From an optimization exercise on the open Yosys and OpenROAD flow, aimed at small area, a short achievable clock period and few clock cycles per item; shortcuts taken in it are not production practice.
RTL that was checked went through simulation tests only; none was proved equivalent to the original.
For run 2, only the layout was checked, not whether the RTL still works.
Power and IR drop assume default switching activity.

## flow/design.v (module list and top-level ports; edited modules follow where they fit)
// module alu_core: 132 lines
// module pfx_add: 58 lines
// module alu_unit: 67 lines
// module booth_mul: 96 lines
// module mul_tree: 1743 lines
// module execute: 34 lines
// module execute_top: 101 lines
module execute_top (
    input  logic        clk,
    input  logic        rst,
    input  logic        flush,
    input  logic        alu_issue,
    input  logic [6:0]  alu_op_code,
    input  logic [2:0]  alu_funct3,
    input  logic [6:0]  alu_funct7,
    input  logic [31:0] alu_imm,
    input  logic [31:0] alu_pc,
    input  logic [31:0] alu_rs1,
    input  logic [31:0] alu_rs2,
    input  logic [5:0]  alu_pd,
    input  logic [4:0]  alu_rd,
    input  logic [4:0]  alu_rob,
    input  logic        alu_pred_taken,
    input  logic [31:0] alu_btb_pc_next,
    input  logic        mul_issue,
    input  logic [2:0]  mul_funct3,
    input  logic [31:0] mul_rs1,
    input  logic [31:0] mul_rs2,
    input  logic [5:0]  mul_pd,
    input  logic [4:0]  mul_rd,
    input  logic [4:0]  mul_rob,
    input  logic [31:0] mul_pc,
    output logic        mul_ready,
    output logic        alu_wb_valid,
    output logic [31:0] alu_pv,
    output logic [5:0]  alu_wb_pd,
    output logic [4:0]  alu_wb_rd,
    output logic [31:0] alu_wb_pc,
    output logic [4:0]  alu_wb_rob,
    output logic [31:0] alu_pc_next,
    output logic        alu_update_pc_next,
    output logic        alu_branch_taken,
    output logic        mul_wb_valid,
    output logic [31:0] mul_pv,
    output logic [5:0]  mul_wb_pd,
    output logic [4:0]  mul_wb_rd,
    output logic [31:0] mul_wb_pc,
    output logic [4:0]  mul_wb_rob
);
  // ...
==> flow/flow/run.sh <==
#!/bin/bash
set -o pipefail
export SETUP_SLACK_MARGIN=6
export BUFFER_PORTS_ARGS="-buffer_cell sky130_fd_sc_hd__buf_2"
bash standard.sh > standard.log 2>&1
==> flow/standard.sh <==
#!/bin/bash
# synth_recipe.tcl (not shown) runs the flow's synth.tcl, then flattens the netlist and writes it again
# the make line also repeats each setting of config.mk as NAME=value (left out here)
make -C /OpenROAD-flow-scripts/flow DESIGN_CONFIG=/design/flow/config.mk WORK_HOME=/design/flow/orfs CLKGATE_MAP_FILE= SYNTH_SCRIPT=/design/flow/synth_recipe.tcl "${@:-finish}"
==> flow/config.mk <==
export PLATFORM = sky130hd
export DESIGN_NAME = execute_top
export DESIGN_NICKNAME = execute_top
export VERILOG_FILES = /design/flow/design.v
export SDC_FILE = /design/flow/constraint.sdc
export NUM_CORES = 4
export LEC_CHECK = 0
export ABC_AREA = 1
export CAP_MARGIN = 20
export CORE_MARGIN = 2
export CORE_UTILIZATION = 40
export SLEW_MARGIN = 20
==> flow/constraint.sdc <==
create_clock -name core_clock -period 10.0 [get_ports {clk}]
set_input_delay 2.0000 -clock core_clock [delete_from_list [all_inputs] [get_ports {clk}]]
set_output_delay 2.0000 -clock core_clock [all_outputs]
set_load 0.01 [all_outputs]
==> metrics.md, run 1 <==
| Metric | Value |
|---|---|
| Pin count of the biggest net entering global routing | 68 |
| Number of enable flip-flop cells after synthesis | 0 |
| Amount of wire on met3 after detailed routing | 23200 um |
| Fraction of power consumed by combinational cells | 66.1% |
| Delay of the slowest critical-path stage | 0.57 ns |
| Arr. time, crit path | 4.71 ns |
| Length of routed wiring on met1 | 79900 um |
| Layout cells sized above 1 | 18.3% |
| Largest cell class by area | multi-input combinational cells |
| Launch point of the worst path | u_execute.u_booth_mul.one1[0] |
| Leading power group | combinational logic |
| Status | complete, no violations |
| Mapped Nets | 7635 |
| Met2 wire length | 97700 um |
| Layout Nets | 8097 |
| Path type of the worst setup path | reg2reg |
| Per-cell via count in the routed design | 5.69 |
| Antenna violations before repair | 16 |
| Synth Area in Compound Gates | 12.7% |
| Number of buffers inserted by port buffering | 500 |
| Fraction of synthesized cell area taken by the top area cell type | 21.0% |
| Worst Max-Slew Pin Slew | 0.945 ns |
| Switching power summed over all nets | 7.54 mW |
| Final count of hold timing violations | 0 |
| Worst Setup End Kind | register |
| Filler instances | 12.4k |
| Count of inserted tapcells | 1662 |
| Register bank with the most flops | u_execute.u_booth_mul.x2 |
| Number of setup buffers added after CTS | 91 |
| Num CTS Buffers | 59 |
| Grt total ovfl | 0 |
| Cells after DPL | 8342 |
| Xor-xnor portion of the synthesized cell area | 11.1% |
| Final-report setup violation count | 0 |
| Critical-path top delay cell | fa_1 |
| Synthesized area | 51600 sq um |
| Minimum setup slack in the final design | 5.80 ns |
| Post-detailed-route count of antenna-violating nets | 0 |
Testbench counts, summed over its fixed seeds: cycles 536, muls 512.
==> module booth_mul, before the edit <==
module booth_mul (
    input  logic                   clk,
    input  logic                   rst,
    input  logic                   flush,
    input  logic                   issue,
    input  exec_pkg::issue_entry_t entry,
    output logic                   ready,
    output logic                   wb_valid,
    output exec_pkg::exec_result_t result
);
    localparam int XL = 32;
    localparam int TW = 6 + 5 + 5 + XL;    
    exec_pkg::mul_op_e in_op;
    logic              sa, sb;
    logic [XL+1:0]     bx;           
    logic [15:0]       neg, one, two;
    logic              e16;
    logic [TW-1:0]     tag;
    assign in_op = exec_pkg::mul_op_e'(entry.funct3);
    assign sa    = (in_op != exec_pkg::mul_mulhu);
    assign sb    = (in_op == exec_pkg::mul_mul) || (in_op == exec_pkg::mul_mulh);
    assign bx    = {sb & entry.rs2_v[XL-1], entry.rs2_v, 1'b0};
    always_comb begin
        for (int i = 0; i < 16; i++) begin
            neg[i] = bx[2*i+2];
            one[i] = bx[2*i+1] ^ bx[2*i];
            two[i] = (bx[2*i+2] & ~bx[2*i+1] & ~bx[2*i]) | (~bx[2*i+2] & bx[2*i+1] & bx[2*i]);
        end
    end
    assign e16 = entry.rs2_v[XL-1] & ~sb;
    assign tag = {entry.pd, entry.rd, entry.rob_entry, entry.pc};
    logic              v1, lo1, ax1, e16_1;
    logic [XL-1:0]     a1;
    logic [15:0]       neg1, one1, two1;
    logic [TW-1:0]     tag1;
    logic              v2, lo2;
    logic [2*XL-1:0]   x2, y2;
    logic [TW-1:0]     tag2;
    logic              v3;
    logic [XL-1:0]     pv3;
    logic [TW-1:0]     tag3;
    always_ff @(posedge clk) begin
        if (rst) begin
            v1 <= 1'b0;
            v2 <= 1'b0;
            v3 <= 1'b0;
        end else begin
            v1 <= issue;
            v2 <= v1;
            v3 <= v2;
        end
    end
    always_ff @(posedge clk) begin
        lo1   <= (in_op == exec_pkg::mul_mul);
        a1    <= entry.rs1_v;
        ax1   <= sa & entry.rs1_v[XL-1];
        neg1  <= neg;
        one1  <= one;
        two1  <= two;
        e16_1 <= e16;
        tag1  <= tag;
    end
    logic [2*XL-1:0] sx, sy, prod;
    mul_tree u_mul_tree (
        .a   (a1),
        .ax  (ax1),
        .neg (neg1),
        .one (one1),
        .two (two1),
        .e16 (e16_1),
        .x   (sx),
        .y   (sy)
    );
    always_ff @(posedge clk) begin
        lo2  <= lo1;
        x2   <= sx;
        y2   <= sy;
        tag2 <= tag1;
    end
    logic prod_co;
    pfx_add #(.W(2*XL), .SPARSE(1)) u_final (
        .a (x2), .b (y2), .cin (1'b0), .s (prod), .cout (prod_co)
    );
    always_ff @(posedge clk) begin
        pv3  <= lo2 ? prod[XL-1:0] : prod[2*XL-1:XL];
        tag3 <= tag2;
    end
    assign ready    = 1'b1;
    assign wb_valid = v3;
    always_comb begin
        result = '0;
        {result.pd, result.rd, result.rob_entry, result.pc} = tag3;
        result.pv      = pv3;
        result.regf_we = v3;
    end
endmodule
==> run 2, diff against run 1 <==
--- a/flow/design.v
+++ b/flow/design.v
@@ -357,17 +357,17 @@
     end
     assign e16 = entry.rs2_v[XL-1] & ~sb;
     assign tag = {entry.pd, entry.rd, entry.rob_entry, entry.pc};
     logic              v1, lo1, ax1, e16_1;
     logic [XL-1:0]     a1;
     logic [15:0]       neg1, one1, two1;
     logic [TW-1:0]     tag1;
     logic              v2, lo2;
-    logic [2*XL-1:0]   x2, y2;
+    logic [2*XL-1:0]   x2, y2, z2;
     logic [TW-1:0]     tag2;
     logic              v3;
     logic [XL-1:0]     pv3;
     logic [TW-1:0]     tag3;
     always_ff @(posedge clk) begin
         if (rst) begin
             v1 <= 1'b0;
             v2 <= 1'b0;
@@ -383,36 +383,42 @@
         a1    <= entry.rs1_v;
         ax1   <= sa & entry.rs1_v[XL-1];
         neg1  <= neg;
         one1  <= one;
         two1  <= two;
         e16_1 <= e16;
         tag1  <= tag;
     end
-    logic [2*XL-1:0] sx, sy, prod;
+    logic [2*XL-1:0] sx, sy, sz, prod;
     mul_tree u_mul_tree (
         .a   (a1),
         .ax  (ax1),
         .neg (neg1),
         .one (one1),
         .two (two1),
         .e16 (e16_1),
         .x   (sx),
-        .y   (sy)
+        .y   (sy),
+        .z   (sz)
     );
     always_ff @(posedge clk) begin
         lo2  <= lo1;
         x2   <= sx;
         y2   <= sy;
+        z2   <= sz;
         tag2 <= tag1;
     end
-    logic prod_co;
+    logic [2*XL-1:0] cs_s, cs_c;
+    logic            prod_co;
+    assign cs_s = x2 ^ y2 ^ z2;
+    assign cs_c = {(x2[2*XL-2:0] & y2[2*XL-2:0]) | (x2[2*XL-2:0] & z2[2*XL-2:0])
+                   | (y2[2*XL-2:0] & z2[2*XL-2:0]), 1'b0};
     pfx_add #(.W(2*XL), .SPARSE(1)) u_final (
-        .a (x2), .b (y2), .cin (1'b0), .s (prod), .cout (prod_co)
+        .a (cs_s), .b (cs_c), .cin (1'b0), .s (prod), .cout (prod_co)
     );
     always_ff @(posedge clk) begin
         pv3  <= lo2 ? prod[XL-1:0] : prod[2*XL-1:XL];
         tag3 <= tag2;
     end
     assign ready    = 1'b1;
     assign wb_valid = v3;
     always_comb begin
@@ -425,17 +431,18 @@
 module mul_tree (
     input  logic [31:0] a,
     input  logic        ax,
     input  logic [15:0] neg,
     input  logic [15:0] one,
     input  logic [15:0] two,
     input  logic        e16,
     output logic [63:0] x,
-    output logic [63:0] y
+    output logic [63:0] y,
+    output logic [63:0] z
 );
     logic pp1, pp2, pp3, pp4, pp5, pp6, pp7, pp8, pp9, pp10, pp11, pp12, pp13, pp14, pp15, pp16;
     logic pp17, pp18, pp19, pp20, pp21, pp22, pp23, pp24, pp25, pp26, pp27, pp28, pp29, pp30, pp31, pp32;
     logic pp33, pp34, pp35, pp36, pp37, pp38, pp39, pp40, pp41, pp42, pp43, pp44, pp45, pp46, pp47, pp48;
     logic pp49, pp50, pp51, pp52, pp53, pp54, pp55, pp56, pp57, pp58, pp59, pp60, pp61, pp62, pp63, pp64;
     logic pp65, pp66, pp67, pp68, pp69, pp70, pp71, pp72, pp73, pp74, pp75, pp76, pp77, pp78, pp79, pp80;
     logic pp81, pp82, pp83, pp84, pp85, pp86, pp87, pp88, pp89, pp90, pp91, pp92, pp93, pp94, pp95, pp96;
     logic pp97, pp98, pp99, pp100, pp101, pp102, pp103, pp104, pp105, pp106, pp107, pp108, pp109, pp110, pp111, pp112;
@@ -521,24 +528,16 @@
     logic s1377, c1378, s1379, c1380, s1381, c1382, s1383, c1384, s1385, c1386, s1387, c1388, s1389, c1390, s1391, c1392;
     logic s1393, c1394, s1395, c1396, s1397, c1398, s1399, c1400, s1401, c1402, s1403, c1404, s1405, c1406, s1407, c1408;
     logic s1409, c1410, s1411, c1412, s1413, c1414, s1415, c1416, s1417, c1418, s1419, c1420, s1421, c1422, s1423, c1424;
     logic s1425, c1426, s1427, c1428, s1429, c1430, s1431, c1432, s1433, c1434, s1435, c1436, s1437, c1438, s1439, c1440;
     logic s1441, c1442, s1443, c1444, s1445, c1446, s1447, c1448, s1449, c1450, s1451, c1452, s1453, c1454, s1455, c1456;
     logic s1457, c1458, s1459, c1460, s1461, c1462, s1463, c1464, s1465, c1466, s1467, c1468, s1469, c1470, s1471, c1472;
     logic s1473, c1474, s1475, c1476, s1477, c1478, s1479, c1480, s1481, c1482, s1483, c1484, s1485, c1486, s1487, c1488;
     logic s1489, c1490, s1491, c1492, s1493, c1494, s1495, c1496, s1497, c1498, s1499, c1500, s1501, c1502, s1503, c1504;
-    logic s1505, c1506, s1507, c1508, s1509, c1510, s1511, c1512, s1513, c1514, s1515, c1516, s1517, c1518, s1519, c1520;
-    logic s1521, c1522, s1523, c1524, s1525, c1526, s1527, c1528, s1529, c1530, s1531, c1532, s1533, c1534, s1535, c1536;
-    logic s1537, c1538, s1539, c1540, s1541, c1542, s1543, c1544, s1545, c1546, s1547, c1548, s1549, c1550, s1551, c1552;
-    logic s1553, c1554, s1555, c1556, s1557, c1558, s1559, c1560, s1561, c1562, s1563, c1564, s1565, c1566, s1567, c1568;
-    logic s1569, c1570, s1571, c1572, s1573, c1574, s1575, c1576, s1577, c1578, s1579, c1580, s1581, c1582, s1583, c1584;
-    logic s1585, c1586, s1587, c1588, s1589, c1590, s1591, c1592, s1593, c1594, s1595, c1596, s1597, c1598, s1599, c1600;
-    logic s1601, c1602, s1603, c1604, s1605, c1606, s1607, c1608, s1609, c1610, s1611, c1612, s1613, c1614, s1615, c1616;
-    logic s1617, c1618, s1619, c1620, s1621, c1622, s1623, c1624, s1625, c1626, s1627, c1628;
     assign pp1 = ((one[0] & a[0])) ^ neg[0];
     assign pp2 = ((one[0] & a[1]) | (two[0] & a[0])) ^ neg[0];
     assign pp3 = ((one[0] & a[2]) | (two[0] & a[1])) ^ neg[0];
     assign pp4 = ((one[0] & a[3]) | (two[0] & a[2])) ^ neg[0];
     assign pp5 = ((one[0] & a[4]) | (two[0] & a[3])) ^ neg[0];
     assign pp6 = ((one[0] & a[5]) | (two[0] & a[4])) ^ neg[0];
     assign pp7 = ((one[0] & a[6]) | (two[0] & a[5])) ^ neg[0];
     assign pp8 = ((one[0] & a[7]) | (two[0] & a[6])) ^ neg[0];
@@ -2033,142 +2032,19 @@
     assign s1497 = pp540 ^ c1382 ^ c1380;
     assign c1498 = (pp540 & c1382) | (pp540 & c1380) | (c1382 & c1380);
     assign s1499 = pp509 ^ pp541 ^ s1385;
     assign c1500 = (pp509 & pp541) | (pp509 & s1385) | (pp541 & s1385);
     assign s1501 = pp574 ^ pp510 ^ pp542;
     assign c1502 = (pp574 & pp510) | (pp574 & pp542) | (pp510 & pp542);
     assign s1503 = 1'b1 ^ pp575;
     assign c1504 = 1'b1 & pp575;
-    assign s1505 = neg[1] ^ pp3;
-    assign c1506 = neg[1] & pp3;
-    assign s1507 = pp4 ^ pp36;
-    assign c1508 = pp4 & pp36;
-    assign s1509 = pp37 ^ pp69 ^ s1387;
-    assign c1510 = (pp37 & pp69) | (pp37 & s1387) | (pp69 & s1387);
-    assign s1511 = pp70 ^ c1388 ^ s1389;
-    assign c1512 = (pp70 & c1388) | (pp70 & s1389) | (c1388 & s1389);
-    assign s1513 = c1390 ^ s1175 ^ s1391;
-    assign c1514 = (c1390 & s1175) | (c1390 & s1391) | (s1175 & s1391);
-    assign s1515 = s1177 ^ c1392 ^ s1393;
-    assign c1516 = (s1177 & c1392) | (s1177 & s1393) | (c1392 & s1393);
-    assign s1517 = s1179 ^ c1394 ^ s1395;
-    assign c1518 = (s1179 & c1394) | (s1179 & s1395) | (c1394 & s1395);
-    assign s1519 = s1183 ^ c1396 ^ s1397;
-    assign c1520 = (s1183 & c1396) | (s1183 & s1397) | (c1396 & s1397);
-    assign s1521 = s1189 ^ c1398 ^ s1399;
-    assign c1522 = (s1189 & c1398) | (s1189 & s1399) | (c1398 & s1399);
-    assign s1523 = s1193 ^ c1400 ^ s1401;
-    assign c1524 = (s1193 & c1400) | (s1193 & s1401) | (c1400 & s1401);
-    assign s1525 = s1197 ^ c1402 ^ s1403;
-    assign c1526 = (s1197 & c1402) | (s1197 & s1403) | (c1402 & s1403);
-    assign s1527 = s1201 ^ c1404 ^ s1405;
-    assign c1528 = (s1201 & c1404) | (s1201 & s1405) | (c1404 & s1405);
-    assign s1529 = s1205 ^ c1406 ^ s1407;
-    assign c1530 = (s1205 & c1406) | (s1205 & s1407) | (c1406 & s1407);
-    assign s1531 = s1209 ^ c1408 ^ s1409;
-    assign c1532 = (s1209 & c1408) | (s1209 & s1409) | (c1408 & s1409);
-    assign s1533 = c1410 ^ s1213 ^ s1411;
-    assign c1534 = (c1410 & s1213) | (c1410 & s1411) | (s1213 & s1411);
-    assign s1535 = c1412 ^ s1217 ^ s1413;
-    assign c1536 = (c1412 & s1217) | (c1412 & s1413) | (s1217 & s1413);
-    assign s1537 = s1221 ^ c1414 ^ s1415;
-    assign c1538 = (s1221 & c1414) | (s1221 & s1415) | (c1414 & s1415);
-    assign s1539 = s1225 ^ c1416 ^ s1417;
-    assign c1540 = (s1225 & c1416) | (s1225 & s1417) | (c1416 & s1417);
-    assign s1541 = s1229 ^ c1418 ^ s1419;
-    assign c1542 = (s1229 & c1418) | (s1229 & s1419) | (c1418 & s1419);
-    assign s1543 = s1233 ^ c1420 ^ s1421;
-    assign c1544 = (s1233 & c1420) | (s1233 & s1421) | (c1420 & s1421);
-    assign s1545 = s1237 ^ c1422 ^ s1423;
-    assign c1546 = (s1237 & c1422) | (s1237 & s1423) | (c1422 & s1423);
-    assign s1547 = s1241 ^ c1424 ^ s1425;
-    assign c1548 = (s1241 & c1424) | (s1241 & s1425) | (c1424 & s1425);
-    assign s1549 = s1245 ^ c1426 ^ s1427;
-    assign c1550 = (s1245 & c1426) | (s1245 & s1427) | (c1426 & s1427);
-    assign s1551 = s1249 ^ c1428 ^ s1429;
-    assign c1552 = (s1249 & c1428) | (s1249 & s1429) | (c1428 & s1429);
-    assign s1553 = s1253 ^ c1430 ^ s1431;
-    assign c1554 = (s1253 & c1430) | (s1253 & s1431) | (c1430 & s1431);
-    assign s1555 = s1257 ^ c1432 ^ s1433;
-    assign c1556 = (s1257 & c1432) | (s1257 & s1433) | (c1432 & s1433);
-    assign s1557 = s1261 ^ c1434 ^ s1435;
-    assign c1558 = (s1261 & c1434) | (s1261 & s1435) | (c1434 & s1435);
-    assign s1559 = s1265 ^ c1436 ^ s1437;
-    assign c1560 = (s1265 & c1436) | (s1265 & s1437) | (c1436 & s1437);
-    assign s1561 = s1269 ^ c1438 ^ s1439;
-    assign c1562 = (s1269 & c1438) | (s1269 & s1439) | (c1438 & s1439);
-    assign s1563 = s1273 ^ c1440 ^ s1441;
-    assign c1564 = (s1273 & c1440) | (s1273 & s1441) | (c1440 & s1441);
-    assign s1565 = s1277 ^ c1442 ^ s1443;
-    assign c1566 = (s1277 & c1442) | (s1277 & s1443) | (c1442 & s1443);
-    assign s1567 = s1281 ^ c1444 ^ s1445;
-    assign c1568 = (s1281 & c1444) | (s1281 & s1445) | (c1444 & s1445);
-    assign s1569 = s1285 ^ c1446 ^ s1447;
-    assign c1570 = (s1285 & c1446) | (s1285 & s1447) | (c1446 & s1447);
-    assign s1571 = s1289 ^ c1448 ^ s1449;
-    assign c1572 = (s1289 & c1448) | (s1289 & s1449) | (c1448 & s1449);
-    assign s1573 = s1293 ^ c1450 ^ s1451;
-    assign c1574 = (s1293 & c1450) | (s1293 & s1451) | (c1450 & s1451);
-    assign s1575 = s1297 ^ c1452 ^ s1453;
-    assign c1576 = (s1297 & c1452) | (s1297 & s1453) | (c1452 & s1453);
-    assign s1577 = s1301 ^ c1454 ^ s1455;
-    assign c1578 = (s1301 & c1454) | (s1301 & s1455) | (c1454 & s1455);
-    assign s1579 = s1305 ^ c1456 ^ s1457;
-    assign c1580 = (s1305 & c1456) | (s1305 & s1457) | (c1456 & s1457);
-    assign s1581 = c1306 ^ c1458 ^ s1459;
-    assign c1582 = (c1306 & c1458) | (c1306 & s1459) | (c1458 & s1459);
-    assign s1583 = s1313 ^ s1461 ^ c1460;
-    assign c1584 = (s1313 & s1461) | (s1313 & c1460) | (s1461 & c1460);
-    assign s1585 = c1314 ^ c1462 ^ s1463;
-    assign c1586 = (c1314 & c1462) | (c1314 & s1463) | (c1462 & s1463);
-    assign s1587 = c1318 ^ c1464 ^ s1465;
-    assign c1588 = (c1318 & c1464) | (c1318 & s1465) | (c1464 & s1465);
-    assign s1589 = c1322 ^ s1467 ^ c1466;
-    assign c1590 = (c1322 & s1467) | (c1322 & c1466) | (s1467 & c1466);
-    assign s1591 = s1329 ^ s1469 ^ c1468;
-    assign c1592 = (s1329 & s1469) | (s1329 & c1468) | (s1469 & c1468);
-    assign s1593 = s1333 ^ c1470 ^ s1471;
-    assign c1594 = (s1333 & c1470) | (s1333 & s1471) | (c1470 & s1471);
-    assign s1595 = s1337 ^ c1472 ^ s1473;
-    assign c1596 = (s1337 & c1472) | (s1337 & s1473) | (c1472 & s1473);
-    assign s1597 = s1341 ^ c1474 ^ s1475;
-    assign c1598 = (s1341 & c1474) | (s1341 & s1475) | (c1474 & s1475);
-    assign s1599 = s1345 ^ c1476 ^ s1477;
-    assign c1600 = (s1345 & c1476) | (s1345 & s1477) | (c1476 & s1477);
-    assign s1601 = c1346 ^ c1478 ^ s1479;
-    assign c1602 = (c1346 & c1478) | (c1346 & s1479) | (c1478 & s1479);
-    assign s1603 = s1353 ^ s1481 ^ c1480;
-    assign c1604 = (s1353 & s1481) | (s1353 & c1480) | (s1481 & c1480);
-    assign s1605 = c1354 ^ s1483 ^ c1482;
-    assign c1606 = (c1354 & s1483) | (c1354 & c1482) | (s1483 & c1482);
-    assign s1607 = s1361 ^ s1485 ^ c1484;
-    assign c1608 = (s1361 & s1485) | (s1361 & c1484) | (s1485 & c1484);
-    assign s1609 = s1365 ^ c1486 ^ s1487;
-    assign c1610 = (s1365 & c1486) | (s1365 & s1487) | (c1486 & s1487);
-    assign s1611 = s1369 ^ c1488 ^ s1489;
-    assign c1612 = (s1369 & c1488) | (s1369 & s1489) | (c1488 & s1489);
-    assign s1613 = c1370 ^ c1490 ^ s1491;
-    assign c1614 = (c1370 & c1490) | (c1370 & s1491) | (c1490 & s1491);
-    assign s1615 = c1374 ^ s1493 ^ c1492;
-    assign c1616 = (c1374 & s1493) | (c1374 & c1492) | (s1493 & c1492);
-    assign s1617 = s1379 ^ s1495 ^ c1494;
-    assign c1618 = (s1379 & s1495) | (s1379 & c1494) | (s1495 & c1494);
-    assign s1619 = s1383 ^ c1496 ^ s1497;
-    assign c1620 = (s1383 & c1496) | (s1383 & s1497) | (c1496 & s1497);
-    assign s1621 = c1384 ^ s1499 ^ c1498;
-    assign c1622 = (c1384 & s1499) | (c1384 & c1498) | (s1499 & c1498);
-    assign s1623 = c1386 ^ s1501 ^ c1500;
-    assign c1624 = (c1386 & s1501) | (c1386 & c1500) | (s1501 & c1500);
-    assign s1625 = pp543 ^ s1503 ^ c1502;
-    assign c1626 = (pp543 & s1503) | (pp543 & c1502) | (s1503 & c1502);
-    assign s1627 = pp576 ^ pp544 ^ c1504;
-    assign c1628 = (pp576 & pp544) | (pp576 & c1504) | (pp544 & c1504);
-    assign x = {s1627, s1625, s1623, s1621, s1619, s1617, s1615, s1613, s1611, s1609, s1607, s1605, s1603, s1601, s1599, s1597, s1595, s1593, s1591, s1589, s1587, s1585, s1583, s1581, s1579, s1577, s1575, s1573, s1571, s1569, s1567, s1565, s1563, s1561, s1559, s1557, s1555, s1553, s1551, s1549, s1547, s1545, s1543, s1541, s1539, s1537, s1535, s1533, s1531, s1529, s1527, s1525, s1523, s1521, s1519, s1517, s1515, s1513, s1511, s1509, s1507, pp35, pp2, neg[0]};
-    assign y = {c1626, c1624, c1622, c1620, c1618, c1616, c1614, c1612, c1610, c1608, c1606, c1604, c1602, c1600, c1598, c1596, c1594, c1592, c1590, c1588, c1586, c1584, c1582, c1580, c1578, c1576, c1574, c1572, c1570, c1568, c1566, c1564, c1562, c1560, c1558, c1556, c1554, c1552, c1550, c1548, c1546, c1544, c1542, c1540, c1538, c1536, c1534, c1532, c1530, c1528, c1526, c1524, c1522, c1520, c1518, c1516, c1514, c1512, c1510, c1508, c1506, s1505, 1'b0, pp1};
+    assign x = {pp576, pp543, c1386, c1384, s1383, s1379, c1374, c1370, s1369, s1365, s1361, c1354, s1353, c1346, s1345, s1341, s1337, s1333, s1329, c1322, c1318, c1314, s1313, c1306, s1305, s1301, s1297, s1293, s1289, s1285, s1281, s1277, s1273, s1269, s1265, s1261, s1257, s1253, s1249, s1245, s1241, s1237, s1233, s1229, s1225, s1221, s1217, s1213, s1209, s1205, s1201, s1197, s1193, s1189, s1183, s1179, s1177, s1175, pp70, pp37, pp4, neg[1], pp2, neg[0]};
+    assign y = {pp544, s1503, s1501, s1499, s1497, s1495, s1493, s1491, s1489, s1487, s1485, s1483, s1481, s1479, s1477, s1475, s1473, s1471, s1469, s1467, s1465, s1463, s1461, s1459, s1457, s1455, s1453, s1451, s1449, s1447, s1445, s1443, s1441, s1439, s1437, s1435, s1433, s1431, s1429, s1427, s1425, s1423, s1421, s1419, s1417, s1415, s1413, s1411, s1409, s1407, s1405, s1403, s1401, s1399, s1397, s1395, s1393, s1391, s1389, pp69, pp36, pp3, 1'b0, pp1};
+    assign z = {c1504, c1502, c1500, c1498, c1496, c1494, c1492, c1490, c1488, c1486, c1484, c1482, c1480, c1478, c1476, c1474, c1472, c1470, c1468, c1466, c1464, c1462, c1460, c1458, c1456, c1454, c1452, c1450, c1448, c1446, c1444, c1442, c1440, c1438, c1436, c1434, c1432, c1430, c1428, c1426, c1424, c1422, c1420, c1418, c1416, c1414, c1412, c1410, c1408, c1406, c1404, c1402, c1400, c1398, c1396, c1394, c1392, c1390, c1388, s1387, 1'b0, pp35, 1'b0, 1'b0};
 endmodule
 `default_nettype wire
 `timescale 1ns/1ps
 `default_nettype none
 module execute (
     input  logic                   clk,
     input  logic                   rst,
     input  logic                   flush,
==> run 2 against run 1 <==
Against the previous run:
- largest power group unchanged
- utilization shrank 2.3 points
- still clean on timing, DRC and antenna
- critical endpoint is now alu_pv[27]
- combinational power is essentially flat
- sequential cell count grew 61
- die area grew 2.0%
- critical path depth shrank 9
==> metrics.md, run 2 <==
| Metric | Value |
|---|---|
| Pin count of the biggest net entering global routing | 77 (was 68) |
| Layout Nets | 8022 (was 8097) |
| Highest Clock Rate | 0.246 GHz (was 0.238 GHz) |
| Number of sinks handled by clock tree synthesis | 602 (was 541) |
| Most frequent cells in the layout | nand2_1, inv_1, xor2_1 (unchanged) |
| Sum of negative setup slack | 0 ns (unchanged) |
| Grt total ovfl | 0 (unchanged) |
| Warnings from Yosys | 6 (unchanged) |
| Status | complete, no violations (unchanged) |
| Clock Path Buffers | 3 (unchanged) |
| Critical-path top delay cell | o21ai_1 (was fa_1) |
| Synthesized area | 52600 sq um (was 51600 sq um) |
| Count of standard-cell rows | 133 (was 131) |
| Async set-reset flop share out of synthesis | 0% (unchanged) |
| Number of buffers inserted by port buffering | 500 (unchanged) |
| Bufs and invs on worst path | 3 (was 5) |
| Total leakage power | 29.3 nW (was 30.1 nW) |
| Final max-slew violation count | 0 (unchanged) |
| Detailed Routing Iterations Pass 1 | 6 (was 7) |
| Number of max-cap violations | 0 (unchanged) |
| Prevailing post-synth register cell | dfxtp_1 (unchanged) |
| HPWL after detailed placement | 155000 um (was 157000 um) |
| Area of the multi-input gates | 36200 sq um (was 36700 sq um) |
| Minimum setup slack in the final design | 5.93 ns (was 5.80 ns) |
| Final Power | 16.3 mW (was 15.7 mW) |
| Most frequent standard cell in the layout excluding fill and tap cells | nand2_1 (unchanged) |
| Headroom to the max-slew limit | 27.9% (was 36.9%) |
| Placeable Area | 131000 sq um (was 128000 sq um) |
| Total of flip-flops plus latches after synthesis | 602 (was 541) |
| Per-cell via count in the routed design | 5.62 (was 5.69) |
| Final weighted congestion in routability-driven placement | 0.985 (was 1.06) |
| Post-Place Cell Area | 56700 sq um (was 55700 sq um) |
| Number of levels the H-tree was split into | 3 (was 2) |
| Area growth syn-to-layout | 14.5% (was 19.7%) |
| Syn Inst Count | 6473 (was 6444) |
| Hold path startpoint | u_execute.u_booth_mul.tag2[16] (was u_execute.u_booth_mul.tag2[5]) |
| Num CTS Buffers | 69 (was 59) |
| Path type of the worst setup path | reg2out (was reg2reg) |
| Total die area | 134000 sq um (was 132000 sq um) |
| Antenna violations before repair | 8 (was 16) |
| Top-count cell post-synth | nand2_1 (was inv_1) |
| Most used standard cells in the synthesized netlist | nand2_1, inv_1, xor2_1 (was inv_1, nand2_1, xor2_1) |
| Buffer cell driving the clock tree root | clkbuf_16 (unchanged) |
| Final core utilization | 46.0% (was 48.3%) |
| Min Tclk post-route | 4.07 ns (was 4.20 ns) |
| Filler instances | 13.0k (was 12.4k) |
| Mean post-synth cell area | 8.13 sq um (was 8.01 sq um) |
| Mapped Nets | 7664 (was 7635) |
| Worst hold slack | 0.322 ns (about the same) |
| I/O pin total | 511 (unchanged) |
| Global-route total usage across every layer | 30.5% (was 32.1%) |
| Placement Setup Slack | 4.01 ns (was 4.51 ns) |
| Delay of the slowest critical-path stage | 0.42 ns (was 0.57 ns) |
| Cell chain of the critical path | clkinvlp_4 > buf_12 > o21ai_1 > buf_2 (was clkinvlp_4 > o22ai_2 > xor2_1 > fa_1 > inv_2 > fa_1 > fa_1 > inv_1 > fa_1 > inv_1 > fa_1 > inv_1 > fa_1) |
| Initial standard-cell utilization of the core | 40.2% (was 40.4%) |
| Non-Filler Cell Area, Final | 60200 sq um (was 61800 sq um) |
| Worst Setup End Kind | output pin (was register) |
| Startpoint type of the worst setup path | register (unchanged) |
| Footprint of the flip-flops and latches | 12100 sq um (was 10900 sq um) |
| Number of enable flip-flop cells after synthesis | 0 (unchanged) |
| Crit Reg-Reg Startpoint | u_execute.u_booth_mul.one1[2] (was u_execute.u_booth_mul.one1[0]) |
| Layout cells sized above 1 | 13.7% (was 18.3%) |
| Clock Pin Slew Worst Setup and Hold Paths | 0.06 ns (about the same) |
| CTS tree | done (unchanged) |
| Flip-flop count of the largest register, all copies and words added | 64 (unchanged) |
| Power density relative to cell area | 271 nW/um^2 (was 254 nW/um^2) |
| Biggest fanout along the worst timing path | 16 (was 5) |
| Final period util | 40.7% (was 42.0%) |
| Setup Skew | 0.0210 ns (was 0.0463 ns) |
| Routed WL per cell | 24.5 um (was 25.4 um) |
| Final count of hold timing violations | 0 (unchanged) |
| Cell Count, Final, Fillers Out | 8640 (was 8627) |
| IR drop worst, VDD | 0.000295 V (was 0.000226 V) |
| DR DRC count | 0 (unchanged) |
| Top Family by Delay on Critical Path | buffers and inverters (was adder cells) |
| Fraction of synthesized cell area taken by the top area cell type | 22.9% (was 21.0%) |
| Launch point of the worst path | u_execute.u_alu_unit.sel_a_q (was u_execute.u_booth_mul.one1[0]) |
| Vias | 48.6k (was 49.1k) |
| Hold_buf cts | 0 (unchanged) |
| Arr. time, crit path | 2.07 ns (was 4.71 ns) |
| Post-synth top area cell | dfxtp_1 (unchanged) |
| Wire length of the first global-routing pass | 307000 um (was 313000 um) |
| Die width | 367 um (was 363 um) |
| Count of unique library cells instantiated by Yosys | 54 (was 53) |
| Chip height | 367 um (was 363 um) |
| Vias in the first global route | 47.3k (was 47.8k) |
| Required time of the critical path | 8.00 ns (was 10.50 ns) |
| Post-detailed-route count of antenna-violating nets | 0 (unchanged) |
| Register bank with the most flops | u_execute.u_booth_mul.x2 (unchanged) |
| Iteration-0 DRC Markers | 5375 (was 5759) |
| Registers with the highest flip-flop counts | u_execute.u_booth_mul.x2: 64 flops, u_execute.u_booth_mul.y2: 63 flops, u_execute.u_booth_mul.z2: 61 flops (was u_execute.u_booth_mul.x2: 64 flops, u_execute.u_booth_mul.y2: 63 flops) |
| Worst Max-Slew Pin Slew | 1.08 ns (was 0.945 ns) |
| Seq/Total Area, Yosys | 22.9% (was 21.0%) |
| Setup repair after global routing missed its margin | yes (unchanged) |
| Leading post-synthesis cells by cell area | dfxtp_1, fa_1, xor2_1, ha_1, nand2_1 (was dfxtp_1, fa_1, xor2_1, ha_1, inv_1) |
| Worst Hold Class | reg2reg (unchanged) |
| Cells after DPL | 8463 (was 8342) |
| Detailed-route wire length | 212000 um (was 219000 um) |
| Final-report setup violation count | 0 (unchanged) |
| Clock latency at the later pin of the worst-skew pair | 0.68 ns (was 0.69 ns) |
==> run 2: logic make-up after synthesis <==
logic type | Yosys count | share of synthesized area (%)
and+or+nand+nor | 1957 | 15.7
buffers and inverters | 1313 | 9.56
AOI/OAI and AO/OA | 1061 | 12.1
adders and majority gates | 877 | 28.6
xor gates and xnor gates | 647 | 10.8
DFF | 602 | 22.9
muxes | 15 | 0.319
other | 1 | 0.00713
==> run 2: cell type report <==
cell class              count  area share (%)
repair buffers            653            6.40
clock inverters            35           0.766
well taps                1755            3.65
diodes                      1         0.00415
flip-flops and latches    602            20.0
inverters                 938            6.01
multi-input cells        4562            60.1
clock buffers              89            3.04
repair inverters            5          0.0623
==> run 2: worst paths after layout <==
kind | endpoint | slack [ns] | cells past startpoint
worst max-delay path | alu_pv[27] | 5.93 | 4
worst min register to register | u_execute.u_booth_mul.tag3[16] | 0.32 | 0
worst max register to register | u_execute.u_booth_mul.y2[38] | 6.04 | 11
worst min-delay path | u_execute.u_booth_mul.tag3[16] | 0.32 | 0
==> run 2: where the power goes <==
| part | internal (mW) | switching (mW) | leakage, nW |
|---|---|---|---|
| Sequential | 3.11 | 0.265 | 5.08 |
| Combinational | 4.01 | 6.35 | 23.1 |
| Clock | 1.50 | 1.09 | 1.11 |
| Total | 8.62 | 7.71 | 29.3 |
==> run 2: repair_timing <==
action,in CTS,in global routing
setup endpoints to repair,219,138
pin swaps,8,14
resized for setup,127,92
buffers inserted,33,8
cloned,6,5
endpoints found under the hold margin,0,0
==> run 2: metal layers <==
layer	vias up	share of wire, %	routed length, um	global-route usage, %
li1	21700	-	-	-
met1	23300	37	78500	36.8
met2	2848	46	98200	50.7
met3	742	9.1	19300	5.66
met4	10	7.4	15700	18.5
met5	-	0.022	47	0

## separate check: timing with driven ports
The results above use ideal ports. As a check the final layouts listed here were re-extracted and re-timed, cells and wires unchanged. Step 1, drivers: a clkbuf_16 drives clk and a buf_2 each remaining input, both assumed. Step 2 also shifts input and output timing later by t, the mid clock arrival at the registers, as if the neighbouring blocks saw the same clock. a / b / c = ideal / step 1 / step 2; a / b = the first two.
| run | t (ns) | setup WS [ns] | clock arrival spread, ns |
|---|---|---|---|
| run 1 | 0.746 | 5.796 / 5.796 / 5.348 | 0.052 / 0.052 |
| run 2 | 0.742 | 5.934 / 5.857 / 5.311 | 0.041 / 0.041 |
After both steps every run listed still meets setup and hold. The setup slack of run 2, which loses most, moves by -0.077 ns with the drivers and by -0.623 ns with both steps.
